What follows belongs to an exercise in optimizing a design on an open flow for small area, a short achievable clock period and few clock cycles per item; a production flow would make more cautious choices. In this exercise RTL edits were held to simulation tests only and were not proved equivalent to the original. Power is estimated from default activity; no workload was simulated.

==> pepper <==
==> flow/design.v (excerpt) <==
module rational_arithmetic_unit (
   input  logic        clock,
   input  logic        reset,
   input  logic        req_valid,
   output logic        req_ready,
   input  logic [2:0]  req_op,
   input  logic [31:0] req_a_num,
   input  logic [31:0] req_a_den,
   input  logic [31:0] req_b_num,
   input  logic [31:0] req_b_den,
   output logic        rsp_valid,
   input  logic        rsp_ready,
   output logic [31:0] rsp_res_num,
   output logic [30:0] rsp_res_den,
   output logic        rsp_less,
   output logic        rsp_greater,
   output logic        rsp_equal,
   output logic        rsp_zero_den,
   output logic        rsp_overflow
);
   localparam logic [2:0] M_IDLE = 3'd0;
   localparam logic [2:0] M_MUL1 = 3'd1;    
   localparam logic [2:0] M_MUL2 = 3'd2;    
   localparam logic [2:0] M_COMB = 3'd3;    
   localparam logic [2:0] M_MUL3 = 3'd4;    
   localparam logic [2:0] M_DONE = 3'd5;    
   logic        pre_ok_ff, pre_deq_ff, pre_eq_ff, pre_sw1_ff, pre_sw2_ff, pre_sw3_ff;
   logic [31:0] rx, ry;
   function automatic logic [7:0] sig8(input logic [31:0] x);
      logic [31:0] m;
      m = x ^ {32{x[31]}};
      for (int k = 0; k < 8; k++) sig8[k] = |m[4*k +: 4];
   endfunction
   function automatic logic smaller(input logic [31:0] x, input logic [31:0] y);
      smaller = sig8(y) > sig8(x);
   endfunction
   function automatic logic [2:0] booth(input logic [2:0] b, input logic inv);
  ...
export LEC_CHECK = 0
export CAP_MARGIN = 20
export CORE_MARGIN = 2
export CORE_UTILIZATION = 60
export SETUP_SLACK_MARGIN = 3.0
export SLEW_MARGIN = 20
create_clock -name core_clock -period 7.0 [get_ports {clock}]
run.sh (not shown) runs the stock make flow with config.mk's settings and CLKGATE_MAP_FILE= SYNTH_SCRIPT=/design/flow/synth_recipe.tcl, a recipe that flattens the netlist after the stock synthesis.
==> violet (differences from pepper) <==
--- a/flow/design.v
+++ b/flow/design.v
@@ -95,31 +95,25 @@
    logic        mcb_ff, mcb_in;
    logic [32:0] mp_ff, mp_in;
    logic [2:0]  dig_ff, dig_in;       
    logic [3:0]  acch_ff, acch_in;     
    logic        accb_ff, accb_in;
    logic        mfirst_ff, mfirst_in;
    logic        chk_ff, chk_in;       
    logic        chkx_ff, chkx_in;     
-   logic        bv_ff, bv_in;         
-   logic [31:0] bx_ff, bx_in, by_ff, by_in;
-   logic [2:0]  bop_ff, bop_in;
-   logic        beq_ff, beq_in, bovf_ff, bovf_in, blt_ff, blt_in, bgt_ff, bgt_in;
-   logic        bxz_ff, bxz_in, byz_ff, byz_in;
    logic        gs_ff, gs_in;         
    logic        out_vld_ff, out_vld_in;
    logic [31:0] u_ff, u_in, v_ff, v_in;
    logic [31:0] a_ff, a_in, b_ff, b_in, c_ff, c_in, d_ff, d_in;
    logic        sgn_ff, sgn_in;
    logic        lt_ff, lt_in, gt_ff, gt_in, eq_ff, eq_in, zd_ff, zd_in, ovf_ff, ovf_in;
-   logic g_take, m_hand;
-   assign g_take    = bv_ff && !gs_ff && (!out_vld_ff || rsp_ready);
-   assign m_hand    = (ms_ff == M_DONE) && (!bv_ff || g_take);
-   assign req_ready = pre_ok_ff && (ms_ff == M_IDLE);
+   logic g_take;
+   assign g_take    = (ms_ff == M_DONE) && !gs_ff && (!out_vld_ff || rsp_ready);
+   assign req_ready = pre_ok_ff && ((ms_ff == M_IDLE) || g_take);
    assign accept    = req_valid && req_ready;
    wire is_addsub = (op_ff == rau_pkg::OP_ADD) || (op_ff == rau_pkg::OP_SUB);
    wire is_cmp    = (op_ff == rau_pkg::OP_CMP);
    logic        load;
    logic [31:0] opx, opy, mcand, mplier;
    logic        swap;
    always_comb begin
       opx = ad_ff;
@@ -185,38 +179,18 @@
       mp_in     = mp_ff;
       dig_in    = dig_ff;
       acch_in   = acch_ff;
       accb_in   = accb_ff;
       mfirst_in = mfirst_ff;
       chk_in    = 1'b0;
       chkx_in   = chkx_ff;
       load      = 1'b0;
-      bv_in     = bv_ff && !g_take;
-      bx_in     = bx_ff;
-      by_in     = by_ff;
-      bop_in    = bop_ff;
-      beq_in    = beq_ff;
-      bovf_in   = bovf_ff;
-      blt_in    = blt_ff;
-      bgt_in    = bgt_ff;
-      bxz_in    = bxz_ff;
-      byz_in    = byz_ff;
-      if (m_hand) begin
-         ms_in   = M_IDLE;
-         bv_in   = 1'b1;
-         bx_in   = x_ff;
-         by_in   = y_ff;
-         bop_in  = op_ff;
-         beq_in  = meq_ff;
-         bovf_in = movf_all;
-         blt_in  = acch_ff[1];
-         bgt_in  = !acch_ff[1] && ({acch_ff[1:0], x_ff} != 34'd0);
-         bxz_in  = (x_ff == 32'd0);
-         byz_in  = (y_ff == 32'd0);
+      if (g_take) begin
+         ms_in = M_IDLE;
       end
       case (ms_ff)
          M_MUL1, M_MUL2, M_COMB, M_MUL3: begin
             mc_in     = mc_nx;
             mcb_in    = mcb_nx;
             mp_in     = mp_nx;
             dig_in    = booth(dig_nx, 1'b0);
             acch_in   = acc_nx[35:32];
@@ -310,18 +284,18 @@
    logic [32:0] d1, d2;
    logic [31:0] sab, scd, x_mag, y_mag;
    logic        uv_eq;
    assign d1    = {1'b0, u_ff} - {1'b0, v_ff};
    assign d2    = {1'b0, v_ff} - {1'b0, u_ff};
    assign sab   = a_ff + b_ff;
    assign scd   = c_ff + d_ff;
    assign uv_eq = (u_ff == v_ff);
-   assign x_mag = bx_ff[31] ? -bx_ff : bx_ff;
-   assign y_mag = by_ff[31] ? -by_ff : by_ff;
+   assign x_mag = x_ff[31] ? -x_ff : x_ff;
+   assign y_mag = y_ff[31] ? -y_ff : y_ff;
    logic        g_uodd, g_vodd, g_both, g_done, g_usel, g_vsel, g_shac, g_shbd, g_adda, g_addb;
    logic [31:0] g_x, g_u, g_v, g_a, g_b, g_c, g_d;
    logic [1:0]  g_t;          
    assign g_uodd = u_ff[0];
    assign g_vodd = v_ff[0];
    assign g_both = g_uodd && g_vodd;
    assign g_done = g_both && uv_eq;
    assign g_x    = g_both ? d1[31:0] : (!g_uodd && !g_vodd) ? (u_ff | v_ff)
@@ -352,52 +326,52 @@
       lt_in      = lt_ff;
       gt_in      = gt_ff;
       eq_in      = eq_ff;
       zd_in      = zd_ff;
       ovf_in     = ovf_ff;
       if (g_take) begin
          lt_in  = 1'b0;
          gt_in  = 1'b0;
-         eq_in  = beq_ff;
+         eq_in  = meq_ff;
          zd_in  = 1'b0;
-         ovf_in = bovf_ff;
+         ovf_in = movf_all;
          a_in   = 32'd0;
          c_in   = 32'd1;
-         case (bop_ff)
+         case (op_ff)
             rau_pkg::OP_CMP: begin
-               lt_in      = blt_ff;
-               gt_in      = bgt_ff;
+               lt_in      = acch_ff[1];
+               gt_in      = !acch_ff[1] && ({acch_ff[1:0], x_ff} != 34'd0);
                out_vld_in = 1'b1;
             end
             rau_pkg::OP_NORM, rau_pkg::OP_ADD, rau_pkg::OP_SUB, rau_pkg::OP_MUL,
             rau_pkg::OP_DIV: begin
-               if (byz_ff) begin
-                  a_in       = bx_ff;
+               if (y_ff == 32'd0) begin
+                  a_in       = x_ff;
                   zd_in      = 1'b1;
                   out_vld_in = 1'b1;
-               end else if (bxz_ff) begin
+               end else if (x_ff == 32'd0) begin
                   out_vld_in = 1'b1;
                end else begin
-                  sgn_in = bx_ff[31] ^ by_ff[31];
+                  sgn_in = x_ff[31] ^ y_ff[31];
                   u_in   = x_mag;
                   v_in   = y_mag;
-                  a_in   = (bx_ff[31] ^ by_ff[31]) ? '1 : 32'd1;
+                  a_in   = (x_ff[31] ^ y_ff[31]) ? '1 : 32'd1;
                   b_in   = 32'd0;
                   c_in   = 32'd0;
                   d_in   = 32'd1;
                   gs_in  = 1'b1;
                end
             end
             default: out_vld_in = 1'b1;
          endcase
       end else if (gs_ff) begin
          if (g_done) begin
             a_in       = sab;
-            c_in       = scd[31] ? 32'h7fff_ffff : scd;
+            c_in       = scd;
             ovf_in     = ovf_ff | (!sgn_ff && sab[31]) | scd[31];
             out_vld_in = 1'b1;
             gs_in      = 1'b0;
          end else begin
             if (g_usel) u_in = g_u;
             if (g_vsel) v_in = g_v;
             if (g_shac) begin
                a_in = g_a;
@@ -414,22 +388,20 @@
                d_in = scd;
             end
          end
       end
    end
    always_ff @(posedge clock) begin
       if (reset) begin
          ms_ff      <= M_IDLE;
-         bv_ff      <= 1'b0;
          gs_ff      <= 1'b0;
          out_vld_ff <= 1'b0;
       end else begin
          ms_ff      <= ms_in;
-         bv_ff      <= bv_in;
          gs_ff      <= gs_in;
          out_vld_ff <= out_vld_in;
       end
    end
    always_ff @(posedge clock) begin
       op_ff     <= op_in;
       deq_ff    <= deq_in;
       sw2_ff    <= sw2_in;
@@ -445,39 +417,30 @@
       mcb_ff    <= mcb_in;
       mp_ff     <= mp_in;
       dig_ff    <= dig_in;
       acch_ff   <= acch_in;
       accb_ff   <= accb_in;
       mfirst_ff <= mfirst_in;
       chk_ff    <= chk_in;
       chkx_ff   <= chkx_in;
-      bx_ff     <= bx_in;
-      by_ff     <= by_in;
-      bop_ff    <= bop_in;
-      beq_ff    <= beq_in;
-      bovf_ff   <= bovf_in;
-      blt_ff    <= blt_in;
-      bgt_ff    <= bgt_in;
-      bxz_ff    <= bxz_in;
-      byz_ff    <= byz_in;
       u_ff      <= u_in;
       v_ff      <= v_in;
       a_ff      <= a_in;
       b_ff      <= b_in;
       c_ff      <= c_in;
       d_ff      <= d_in;
       sgn_ff    <= sgn_in;
       lt_ff     <= lt_in;
       gt_ff     <= gt_in;
       eq_ff     <= eq_in;
       zd_ff     <= zd_in;
       ovf_ff    <= ovf_in;
    end
    assign rsp_valid    = out_vld_ff;
    assign rsp_res_num  = a_ff;
-   assign rsp_res_den  = c_ff[30:0];
+   assign rsp_res_den  = c_ff[30:0] | {31{c_ff[31]}};
    assign rsp_less     = lt_ff;
    assign rsp_greater  = gt_ff;
    assign rsp_equal    = eq_ff;
    assign rsp_zero_den = zd_ff;
    assign rsp_overflow = ovf_ff;
 endmodule
Settings changed: CORE_UTILIZATION 60 to 40.
==> delta (differences from pepper) <==
--- a/flow/design.v
+++ b/flow/design.v
@@ -95,31 +95,25 @@
    logic        mcb_ff, mcb_in;
    logic [32:0] mp_ff, mp_in;
    logic [2:0]  dig_ff, dig_in;       
    logic [3:0]  acch_ff, acch_in;     
    logic        accb_ff, accb_in;
    logic        mfirst_ff, mfirst_in;
    logic        chk_ff, chk_in;       
    logic        chkx_ff, chkx_in;     
-   logic        bv_ff, bv_in;         
-   logic [31:0] bx_ff, bx_in, by_ff, by_in;
-   logic [2:0]  bop_ff, bop_in;
-   logic        beq_ff, beq_in, bovf_ff, bovf_in, blt_ff, blt_in, bgt_ff, bgt_in;
-   logic        bxz_ff, bxz_in, byz_ff, byz_in;
    logic        gs_ff, gs_in;         
    logic        out_vld_ff, out_vld_in;
    logic [31:0] u_ff, u_in, v_ff, v_in;
    logic [31:0] a_ff, a_in, b_ff, b_in, c_ff, c_in, d_ff, d_in;
    logic        sgn_ff, sgn_in;
    logic        lt_ff, lt_in, gt_ff, gt_in, eq_ff, eq_in, zd_ff, zd_in, ovf_ff, ovf_in;
-   logic g_take, m_hand;
-   assign g_take    = bv_ff && !gs_ff && (!out_vld_ff || rsp_ready);
-   assign m_hand    = (ms_ff == M_DONE) && (!bv_ff || g_take);
-   assign req_ready = pre_ok_ff && (ms_ff == M_IDLE);
+   logic g_take;
+   assign g_take    = (ms_ff == M_DONE) && !gs_ff && (!out_vld_ff || rsp_ready);
+   assign req_ready = pre_ok_ff && ((ms_ff == M_IDLE) || g_take);
    assign accept    = req_valid && req_ready;
    wire is_addsub = (op_ff == rau_pkg::OP_ADD) || (op_ff == rau_pkg::OP_SUB);
    wire is_cmp    = (op_ff == rau_pkg::OP_CMP);
    logic        load;
    logic [31:0] opx, opy, mcand, mplier;
    logic        swap;
    always_comb begin
       opx = ad_ff;
@@ -185,38 +179,18 @@
       mp_in     = mp_ff;
       dig_in    = dig_ff;
       acch_in   = acch_ff;
       accb_in   = accb_ff;
       mfirst_in = mfirst_ff;
       chk_in    = 1'b0;
       chkx_in   = chkx_ff;
       load      = 1'b0;
-      bv_in     = bv_ff && !g_take;
-      bx_in     = bx_ff;
-      by_in     = by_ff;
-      bop_in    = bop_ff;
-      beq_in    = beq_ff;
-      bovf_in   = bovf_ff;
-      blt_in    = blt_ff;
-      bgt_in    = bgt_ff;
-      bxz_in    = bxz_ff;
-      byz_in    = byz_ff;
-      if (m_hand) begin
-         ms_in   = M_IDLE;
-         bv_in   = 1'b1;
-         bx_in   = x_ff;
-         by_in   = y_ff;
-         bop_in  = op_ff;
-         beq_in  = meq_ff;
-         bovf_in = movf_all;
-         blt_in  = acch_ff[1];
-         bgt_in  = !acch_ff[1] && ({acch_ff[1:0], x_ff} != 34'd0);
-         bxz_in  = (x_ff == 32'd0);
-         byz_in  = (y_ff == 32'd0);
+      if (g_take) begin
+         ms_in = M_IDLE;
       end
       case (ms_ff)
          M_MUL1, M_MUL2, M_COMB, M_MUL3: begin
             mc_in     = mc_nx;
             mcb_in    = mcb_nx;
             mp_in     = mp_nx;
             dig_in    = booth(dig_nx, 1'b0);
             acch_in   = acc_nx[35:32];
@@ -310,18 +284,18 @@
    logic [32:0] d1, d2;
    logic [31:0] sab, scd, x_mag, y_mag;
    logic        uv_eq;
    assign d1    = {1'b0, u_ff} - {1'b0, v_ff};
    assign d2    = {1'b0, v_ff} - {1'b0, u_ff};
    assign sab   = a_ff + b_ff;
    assign scd   = c_ff + d_ff;
    assign uv_eq = (u_ff == v_ff);
-   assign x_mag = bx_ff[31] ? -bx_ff : bx_ff;
-   assign y_mag = by_ff[31] ? -by_ff : by_ff;
+   assign x_mag = x_ff[31] ? -x_ff : x_ff;
+   assign y_mag = y_ff[31] ? -y_ff : y_ff;
    logic        g_uodd, g_vodd, g_both, g_done, g_usel, g_vsel, g_shac, g_shbd, g_adda, g_addb;
    logic [31:0] g_x, g_u, g_v, g_a, g_b, g_c, g_d;
    logic [1:0]  g_t;          
    assign g_uodd = u_ff[0];
    assign g_vodd = v_ff[0];
    assign g_both = g_uodd && g_vodd;
    assign g_done = g_both && uv_eq;
    assign g_x    = g_both ? d1[31:0] : (!g_uodd && !g_vodd) ? (u_ff | v_ff)
@@ -352,52 +326,52 @@
       lt_in      = lt_ff;
       gt_in      = gt_ff;
       eq_in      = eq_ff;
       zd_in      = zd_ff;
       ovf_in     = ovf_ff;
       if (g_take) begin
          lt_in  = 1'b0;
          gt_in  = 1'b0;
-         eq_in  = beq_ff;
+         eq_in  = meq_ff;
          zd_in  = 1'b0;
-         ovf_in = bovf_ff;
+         ovf_in = movf_all;
          a_in   = 32'd0;
          c_in   = 32'd1;
-         case (bop_ff)
+         case (op_ff)
             rau_pkg::OP_CMP: begin
-               lt_in      = blt_ff;
-               gt_in      = bgt_ff;
+               lt_in      = acch_ff[1];
+               gt_in      = !acch_ff[1] && ({acch_ff[1:0], x_ff} != 34'd0);
                out_vld_in = 1'b1;
             end
             rau_pkg::OP_NORM, rau_pkg::OP_ADD, rau_pkg::OP_SUB, rau_pkg::OP_MUL,
             rau_pkg::OP_DIV: begin
-               if (byz_ff) begin
-                  a_in       = bx_ff;
+               if (y_ff == 32'd0) begin
+                  a_in       = x_ff;
                   zd_in      = 1'b1;
                   out_vld_in = 1'b1;
-               end else if (bxz_ff) begin
+               end else if (x_ff == 32'd0) begin
                   out_vld_in = 1'b1;
                end else begin
-                  sgn_in = bx_ff[31] ^ by_ff[31];
+                  sgn_in = x_ff[31] ^ y_ff[31];
                   u_in   = x_mag;
                   v_in   = y_mag;
-                  a_in   = (bx_ff[31] ^ by_ff[31]) ? '1 : 32'd1;
+                  a_in   = (x_ff[31] ^ y_ff[31]) ? '1 : 32'd1;
                   b_in   = 32'd0;
                   c_in   = 32'd0;
                   d_in   = 32'd1;
                   gs_in  = 1'b1;
                end
             end
             default: out_vld_in = 1'b1;
          endcase
       end else if (gs_ff) begin
          if (g_done) begin
             a_in       = sab;
-            c_in       = scd[31] ? 32'h7fff_ffff : scd;
+            c_in       = scd;
             ovf_in     = ovf_ff | (!sgn_ff && sab[31]) | scd[31];
             out_vld_in = 1'b1;
             gs_in      = 1'b0;
          end else begin
             if (g_usel) u_in = g_u;
             if (g_vsel) v_in = g_v;
             if (g_shac) begin
                a_in = g_a;
@@ -414,22 +388,20 @@
                d_in = scd;
             end
          end
       end
    end
    always_ff @(posedge clock) begin
       if (reset) begin
          ms_ff      <= M_IDLE;
-         bv_ff      <= 1'b0;
          gs_ff      <= 1'b0;
          out_vld_ff <= 1'b0;
       end else begin
          ms_ff      <= ms_in;
-         bv_ff      <= bv_in;
          gs_ff      <= gs_in;
          out_vld_ff <= out_vld_in;
       end
    end
    always_ff @(posedge clock) begin
       op_ff     <= op_in;
       deq_ff    <= deq_in;
       sw2_ff    <= sw2_in;
@@ -445,39 +417,30 @@
       mcb_ff    <= mcb_in;
       mp_ff     <= mp_in;
       dig_ff    <= dig_in;
       acch_ff   <= acch_in;
       accb_ff   <= accb_in;
       mfirst_ff <= mfirst_in;
       chk_ff    <= chk_in;
       chkx_ff   <= chkx_in;
-      bx_ff     <= bx_in;
-      by_ff     <= by_in;
-      bop_ff    <= bop_in;
-      beq_ff    <= beq_in;
-      bovf_ff   <= bovf_in;
-      blt_ff    <= blt_in;
-      bgt_ff    <= bgt_in;
-      bxz_ff    <= bxz_in;
-      byz_ff    <= byz_in;
       u_ff      <= u_in;
       v_ff      <= v_in;
       a_ff      <= a_in;
       b_ff      <= b_in;
       c_ff      <= c_in;
       d_ff      <= d_in;
       sgn_ff    <= sgn_in;
       lt_ff     <= lt_in;
       gt_ff     <= gt_in;
       eq_ff     <= eq_in;
       zd_ff     <= zd_in;
       ovf_ff    <= ovf_in;
    end
    assign rsp_valid    = out_vld_ff;
    assign rsp_res_num  = a_ff;
-   assign rsp_res_den  = c_ff[30:0];
+   assign rsp_res_den  = c_ff[30:0] | {31{c_ff[31]}};
    assign rsp_less     = lt_ff;
    assign rsp_greater  = gt_ff;
    assign rsp_equal    = eq_ff;
    assign rsp_zero_den = zd_ff;
    assign rsp_overflow = ovf_ff;
 endmodule
Settings changed: CORE_UTILIZATION 60 to 40, SETUP_SLACK_MARGIN 3.0 to 3.6.
==> summary.txt <==
Wire length, lowest first: violet, pepper, delta. The lowest first-iteration DRC count belongs to violet, the highest to pepper. The highest clock power belongs to pepper, the lowest to delta. Via count, highest first: pepper, delta, violet. Clock skew, highest first: delta, pepper, violet. Core utilization, highest first: pepper, delta, violet. Final cell count, highest first: delta, violet, pepper.
==> figures <==
metric	violet	pepper	delta
Xor-xnor portion of the synthesized cell area	6.70%	5.53%	6.70%
Pre-CTS setup slack	1.29 ns	1.61 ns	1.75 ns
Bufs and invs on worst path	3	1	3
Post-cts resize count	90	66	427
Clock latency at the later pin of the worst-skew pair	0.67 ns	0.67 ns	0.70 ns
Clock network area share	4.49%	4.24%	3.62%
Critical setup path kind	input port to output port	flop to flop	flop to flop
Data-path buffer share of cell area in the final layout	7.12%	6.23%	12.7%
Count of plain and timing-repair buffers	320	301	620
Row count	114	97	114
Fin nets	5167	5380	5471
Multi-input logic portion of the cell area	55.7%	54.7%	54.9%
Met2 demand-to-capacity share in global routing	47.0%	65.7%	49.8%
Outcome	finished clean	finished clean	finished clean
Number of synthesized flops with an enable pin	366	439	366
Initial cell density of the core	40.3%	60.6%	40.3%
Testbench counts of pepper, summed over its fixed seeds: cycles 32,749, items 2,400.
Testbench counts of violet, summed over its fixed seeds: cycles 35,445, items 2,400.
Testbench counts of delta, summed over its fixed seeds: cycles 35,445, items 2,400.

==> separate check: timing with driven ports <==
The results above use ideal ports. As a check the final layouts listed here were re-extracted and re-timed, cells and wires unchanged.
Step 1 sets driving cells, clkbuf_16 on the clock port and buf_2 on the other inputs (assumed; they add their load-dependent delay and slew).
Step 2 times the ports against the registers' clock, not the clock port: input delays grow and output delays shrink by t, the midpoint of the rising clock arrivals with the driver on.
Slacks: ideal / step 1 / step 2; pairs: ideal / step 1.
run	t, ns	setup WS [ns]	worst setup path at the end	clock arrival spread, ns	slew at the worst register clock pin (ns)
pepper	0.722	2.991 / 2.991 / 2.414	input to register	0.038 / 0.038	0.07 / 0.07
violet	0.728	3.041 / 3.020 / 2.458	input to register	0.033 / 0.033	0.07 / 0.07
delta	0.743	3.230 / 3.230 / 2.722	input to register	0.058 / 0.058	0.07 / 0.07
After both steps every run listed still meets setup and hold. The setup slack of violet, which loses most, moves by -0.021 ns with the drivers and by -0.583 ns with both steps.
